From an optimization exercise on the open Yosys and OpenROAD flow, aimed at small area, a short achievable clock period and few clock cycles per item; shortcuts taken in it are not production practice. At most, simulation tests tie the RTL to the original design; equivalence was not proved. Power is estimated from default activity; no workload was simulated.

==> run Z <==
## conv_pe_top
module conv_pe_top (
    input  logic        clk,
    input  logic        rst,
    input  logic        wght_valid_i,
    input  logic [63:0] wght_i,
    output logic        wght_ready_o,
    input  logic        act_valid_i,
    input  logic [63:0] act_i,
    output logic        act_ready_o,
    output logic [23:0] result_o,
    output logic        result_valid_o
);
Settings: LEC_CHECK=0, CAP_MARGIN=20, CORE_MARGIN=2, CORE_UTILIZATION=65, SETUP_SLACK_MARGIN=2.7, SLEW_MARGIN=20, SYNTH_HIERARCHICAL=1, SYNTH_MINIMUM_KEEP_SIZE=0; clock period 5.0 ns.
standard.sh (not shown) runs the stock make flow with config.mk's settings and CLKGATE_MAP_FILE= SYNTH_SCRIPT=/design/flow/synth_recipe.tcl, a recipe that flattens the netlist after the stock synthesis.
==> flow/flow/run.sh <==
#!/bin/bash
# The standard layout, with two resizer settings changed: cells may be
# swapped for ones of another footprint during repair, and the port buffers
# are plain buffers instead of the smallest-area (delay) buffer.
set -euo pipefail
bash standard.sh MATCH_CELL_FOOTPRINT=0 "BUFFER_PORTS_ARGS=-buffer_cell sky130_fd_sc_hd__buf_2" finish > make.log 2>&1
==> run H: changes against run Z <==
- CORE_UTILIZATION: 65 -> 75
- SETUP_SLACK_MARGIN: 2.7 -> 2.8
==> comparison table <==
| metric | run Z | run H |
|---|---|---|
| Clk network pwr share | 27.2% | 25.2% |
| End point of the most critical hold path | wring[1][54] | wring[2][12] |
| Net count of the finished layout | 3393 | 3439 |
| Power of the combinational group | 8100 µW | 9070 µW |
| Critical path data required time | 5.49 ns | 5.54 ns |
| Final weighted congestion of routability-driven global placement | 0.9592 | 0.9648 |
| Non-filler cells in the finished layout | 3533 | 3441 |
| Initial core utilization | 65.56% | 75.82% |
| Clock-net power | 7350 µW | 6970 µW |
| Switching Power | 8607 µW | 9322 µW |
| Layout filler cell count | 3392 | 1859 |
| Run status | no timing/DRC/antenna violations | no timing/DRC/antenna violations |
| Post-route clock period utilization | 46.76% | 46.52% |
| Worst reg2reg path endpoint | r1[58] | r1[14] |
| Number of buffers inserted during clock tree synthesis | 92 | 90 |
| Die area | 0.05736 mm² | 0.04983 mm² |
| Relative contribution of sequential cells to total power | 42.7% | 42.0% |
| Routed wire length | 82220 µm | 98490 µm |
| Fraction of area in multi-input gates | 37.11% | 37.38% |
| Peak supply drop | 0.4423 mV | 0.6538 mV |
| Met2 wire length | 39090 µm | 47260 µm |
| Startpoint of the most critical setup path | wring[8][34] | wring[8][18] |
Testbench counts of run Z, summed over its fixed seeds: cycles 8,884, windows 900.
Testbench counts of run H, summed over its fixed seeds: cycles 8,884, windows 900.

---

==> inputs of 02-17 <==
conv_pe_top, a different RTL version from the one above (not shown whole).
clock: 5.0 ns
lec_check: 0
cap_margin: 20
core_margin: 2
core_utilization: 65
cts_cluster_diameter: 120
cts_cluster_size: 20
setup_slack_margin: 2.8
slew_margin: 20
synth_hierarchical: 1
synth_minimum_keep_size: 0
Scripts as last shown in full above: flow/flow/run.sh
==> 10-16 (differences from 02-17) <==
--- a/flow/config.mk
+++ b/flow/config.mk
@@ -10,4 +10,4 @@
 export CORE_UTILIZATION = 65
-export CTS_CLUSTER_DIAMETER = 120
-export CTS_CLUSTER_SIZE = 20
+export CTS_CLUSTER_DIAMETER = 140
+export CTS_CLUSTER_SIZE = 25
 export SETUP_SLACK_MARGIN = 2.8
==> 10-24 (differences from 02-17) <==
==> flow/run.sh (new file) <==
#!/bin/bash
# synth_recipe.tcl (not shown) runs the flow's synth.tcl, then flattens the netlist and writes it again
# the make line also repeats each setting of config.mk as NAME=value (left out here)
make -C /OpenROAD-flow-scripts/flow DESIGN_CONFIG=/design/flow/config.mk WORK_HOME=/design/flow/orfs CLKGATE_MAP_FILE= SYNTH_SCRIPT=/design/flow/synth_recipe.tcl finish
removed: flow/flow/run.sh
removed: flow/standard.sh
==> results.yml <==
hold_path:
  holdCritStartpoint: "wring[2][29]$_DFF_P_"
timing:
  finalCritPeriodShare: 0.461
outcome:
  status: "no timing/DRC/antenna violations"
cells_and_area:
  buffers: 207
  nClkBuffers: 58
global_routing:
  gr-usage-met2: 0.466
worst_setup_path:
  r2r-start: "wring[8][27]$_DFF_P_"
  cp_cell_sequence: "buf_12, nand2_4, fa_2, fa_2, fa_1"
  setup.worst_path.start: "wring[8][27]$_DFF_P_"
  worstRegToRegCells: 5
# the run above: 02-17

==> results.yml <==
worst_setup_path:
  cp_cell_sequence: "buf_4, nand2_1, fa_2, fa_2, fa_1"
  worstRegToRegCells: 5
  r2r-start: "wring[8][29]$_DFF_P_"
global_routing:
  gr-usage-met2: 0.464
timing:
  finalCritPeriodShare: 0.461
cells_and_area:
  buffers: 208
outcome:
  status: "no timing/DRC/antenna violations"
# the run above: 10-16

==> results.yml <==
worst_setup_path:
  setup.worst_path.start: "wring[8][10]$_DFF_P_"
  cp_cell_sequence: "nand2_1, fa_1, fa_1, fa_1"
  r2r-start: "wring[8][10]$_DFF_P_"
  worstRegToRegCells: 4
cells_and_area:
  buffers: 189
  nClkBuffers: 58
power_and_ir_drop:
  power.density_mw_per_mm2: 600
  power.leakage_nw: 15.6
clocking:
  cts_tree: "done"
timing:
  drv_slew: 0
  finalCritPeriodShare: 0.455
synthesis:
  synth_area_leaders: "dfxtp_1 (56%), fa_1 (29%), nand2_1 (4.8%)"
outcome:
  status: "no timing/DRC/antenna violations"
# the run above: 10-24

Testbench counts of 02-17, summed over its fixed seeds: cycles 8,884, windows 900.
Testbench counts of 10-16, summed over its fixed seeds: cycles 8,884, windows 900.
Testbench counts of 10-24, summed over its fixed seeds: cycles 8,884, windows 900.

---

==> inputs of v39 <==
conv_pe_top, a different RTL version from the one above (not shown whole).
// conv_pe_top
module conv_pe_top (
    input  logic        clk,
    input  logic        rst,
    input  logic        wght_valid_i,
    input  logic [63:0] wght_i,
    output logic        wght_ready_o,
    input  logic        act_valid_i,
    input  logic [63:0] act_i,
    output logic        act_ready_o,
    output logic [23:0] result_o,
    output logic        result_valid_o
);
Settings: LEC_CHECK=0, CAP_MARGIN=20, CORE_MARGIN=2, CORE_UTILIZATION=40, SETUP_SLACK_MARGIN=2.8, SLEW_MARGIN=20, SYNTH_HIERARCHICAL=1, SYNTH_MINIMUM_KEEP_SIZE=0; clock period 5.0 ns.
==> flow/flow/run.sh <==
#!/bin/bash
# The standard layout, with two resizer settings changed: cells may be
# swapped for ones of another footprint during repair, and the port buffers
# are plain buffers instead of the smallest-area (delay) buffer.
set -euo pipefail
bash standard.sh MATCH_CELL_FOOTPRINT=0 "BUFFER_PORTS_ARGS=-buffer_cell sky130_fd_sc_hd__buf_2" finish > make.log 2>&1
==> inputs of v18, as changes to v39 <==
--- a/flow/design.v
+++ b/flow/design.v
@@ -53,28 +53,30 @@
             wring[k] <= wring[k + 1];
         end
     end
     logic [63:0] aq;
     logic [63:0] wr;
-    assign aq = act_i;
-    assign wr = wring[0];
-    logic [6:1] vld_t;
-    logic [6:1] fst_t;
-    logic [6:1] lst_t;
+    always_ff @(posedge clk) begin
+        aq <= act_i;
+    end
+    assign wr = wring[8];
+    logic [7:1] vld_t;
+    logic [7:1] fst_t;
+    logic [7:1] lst_t;
     logic vld;
     logic fst;
     always_ff @(posedge clk) begin
-        vld_t <= {vld_t[5:1], act_acc};
-        fst_t <= {fst_t[5:1], act_acc & (ph_q == 4'd0)};
+        vld_t <= {vld_t[6:1], act_acc};
+        fst_t <= {fst_t[6:1], act_acc & (ph_q == 4'd0)};
         if (rst) begin
             lst_t <= '0;
         end else begin
-            lst_t <= {lst_t[5:1], act_acc & (ph_q == 4'd8)};
+            lst_t <= {lst_t[6:1], act_acc & (ph_q == 4'd8)};
         end
     end
-    assign vld = vld_t[3];
-    assign fst = fst_t[3];
+    assign vld = vld_t[4];
+    assign fst = fst_t[4];
     logic [22:0] acc_s;
     logic [22:0] acc_c;
     logic [164:0] r1;
     logic [59:0] r2;
     logic [28:0] r3;
@@ -1989,7 +1991,7 @@
     assign sum[11:0] = lo_q[11:0];
     assign sum[22:12] = hi_q + {10'd0, lo_q[12]};
     always_ff @(posedge clk) begin
         result_o <= sum[22] ? 24'd0 : {1'b0, sum[22:0]};
     end
-    assign result_valid_o = lst_t[6];
+    assign result_valid_o = lst_t[7];
 endmodule
- CORE_UTILIZATION: 40 -> 65
==> inputs of v32, as changes to v39 <==
==> flow/run.sh (new file) <==
#!/bin/bash
# synth_recipe.tcl (not shown) runs the flow's synth.tcl, then flattens the netlist and writes it again
# the make line also repeats each setting of config.mk as NAME=value (left out here)
make -C /OpenROAD-flow-scripts/flow DESIGN_CONFIG=/design/flow/config.mk WORK_HOME=/design/flow/orfs CLKGATE_MAP_FILE= SYNTH_SCRIPT=/design/flow/synth_recipe.tcl finish
removed: flow/flow/run.sh
removed: flow/standard.sh
==> qor summary <==
Status: v18 no timing/DRC/antenna violations; v32 no timing/DRC/antenna violations; v39 no timing/DRC/antenna violations
Path type of the worst setup path: v18 flip-flop to flip-flop; v32 input pin to flip-flop; v39 input pin to flip-flop
Average instance area after synthesis: v18 14.0 sq um; v32 13.8 sq um; v39 13.8 sq um
Logic inverters: v18 70; v32 72; v39 72
Layout fillers: v18 3328; v32 7342; v39 7398
Average wire per standard cell: v18 23.7 um; v32 22.2 um; v39 22.8 um
Sequential group share of total power: v18 42.3%; v32 39.4%; v39 39.5%
R2r endpoint: v18 r1[11]$_DFF_P_; v32 r1[82]$_DFF_P_; v39 r1[35]$_DFF_P_
Peak clock frequency supported by timing: v18 0.442 GHz; v32 0.432 GHz; v39 0.433 GHz
Syn Std Cell Area: v18 36000 sq um; v32 34800 sq um; v39 34800 sq um
Cell area reported after detailed placement: v18 37300 sq um; v32 38700 sq um; v39 37800 sq um
Sequential cell area share: v18 49.3%; v32 43.8%; v39 44.0%
Vias in the first global route: v18 21100; v32 20500; v39 20500
Ant diodes: v18 0; v32 1; v39 0
Starting utilization of the core area: v18 65.6%; v32 40.2%; v39 40.2%
Pin count of the biggest net entering global routing: v18 65; v32 65; v39 43
Clock latency on the worst-skew pair: v18 650 ps; v32 680 ps; v39 680 ps
Number of vias per cell after detailed routing: v18 5.34; v32 4.65; v39 4.65
Power share of the clock group: v18 27.2%; v32 27.5%; v39 26.5%
Iteration-0 DRC Markers: v18 1425; v32 960; v39 1026
Peak supply drop: v18 463 uV; v32 315 uV; v39 410 uV
Storage element area: v18 20600 sq um; v32 19000 sq um; v39 19000 sq um
Cell area after layout: v18 41700 sq um; v32 43300 sq um; v39 43200 sq um
Routability-driven placement congestion ratio: v18 0.963; v32 0.921; v39 0.906
Total setup buffers inserted after CTS: v18 17; v32 44; v39 82
Number of antenna violations at the first check in global routing: v18 2; v32 2; v39 4
Testbench counts of v18, summed over its fixed seeds: cycles 8,884, windows 900.
Function not checked in v39 and v32: the RTL went through the layout flow alone.

-- static timing again, ports no longer ideal --
The results above use ideal ports. As a check the final layouts listed here were re-extracted and re-timed, cells and wires unchanged.
Step 1 assumes that a clkbuf_16 drives the clock port and a buf_2 every other input.
Step 2, shift: input delay + t, output delay - t, t = (earliest + latest rising clock arrival at the registers) / 2. This alone moves slack from input paths to output paths.
a / b / c = ideal ports / drivers / drivers and shift; a / b = the first two.
| run | t (ns) | slack for setup (ns) | worst hold slack (ns) | worst setup path at the end |
|---|---|---|---|---|
| run Z | 0.699 | 2.662 / 2.662 / 2.662 | 0.308 / 0.308 / 0.308 | register to register |
| run H | 0.723 | 2.674 / 2.674 / 2.295 | 0.322 / 0.322 / 0.322 | input to register |
| 02-17 | 0.689 | 2.693 / 2.693 / 2.393 | 0.306 / 0.306 / 0.306 | input to register |
| 10-16 | 0.667 | 2.697 / 2.697 / 2.420 | 0.310 / 0.310 / 0.310 | input to register |
| 10-24 | 0.695 | 2.727 / 2.727 / 2.237 | 0.299 / 0.299 / 0.299 | input to register |
| v39 | 0.724 | 2.692 / 2.676 / 1.951 | 0.293 / 0.293 / 0.293 | input to register |
| v18 | 0.710 | 2.738 / 2.738 / 2.580 | 0.318 / 0.318 / 0.318 | input to register |
| v32 | 0.727 | 2.688 / 2.685 / 1.958 | 0.277 / 0.277 / 0.277 | input to register |
After both steps setup and hold are still met in every run listed. The setup slack of v39, which loses most, moves by -0.016 ns with the drivers and by -0.741 ns with both steps.
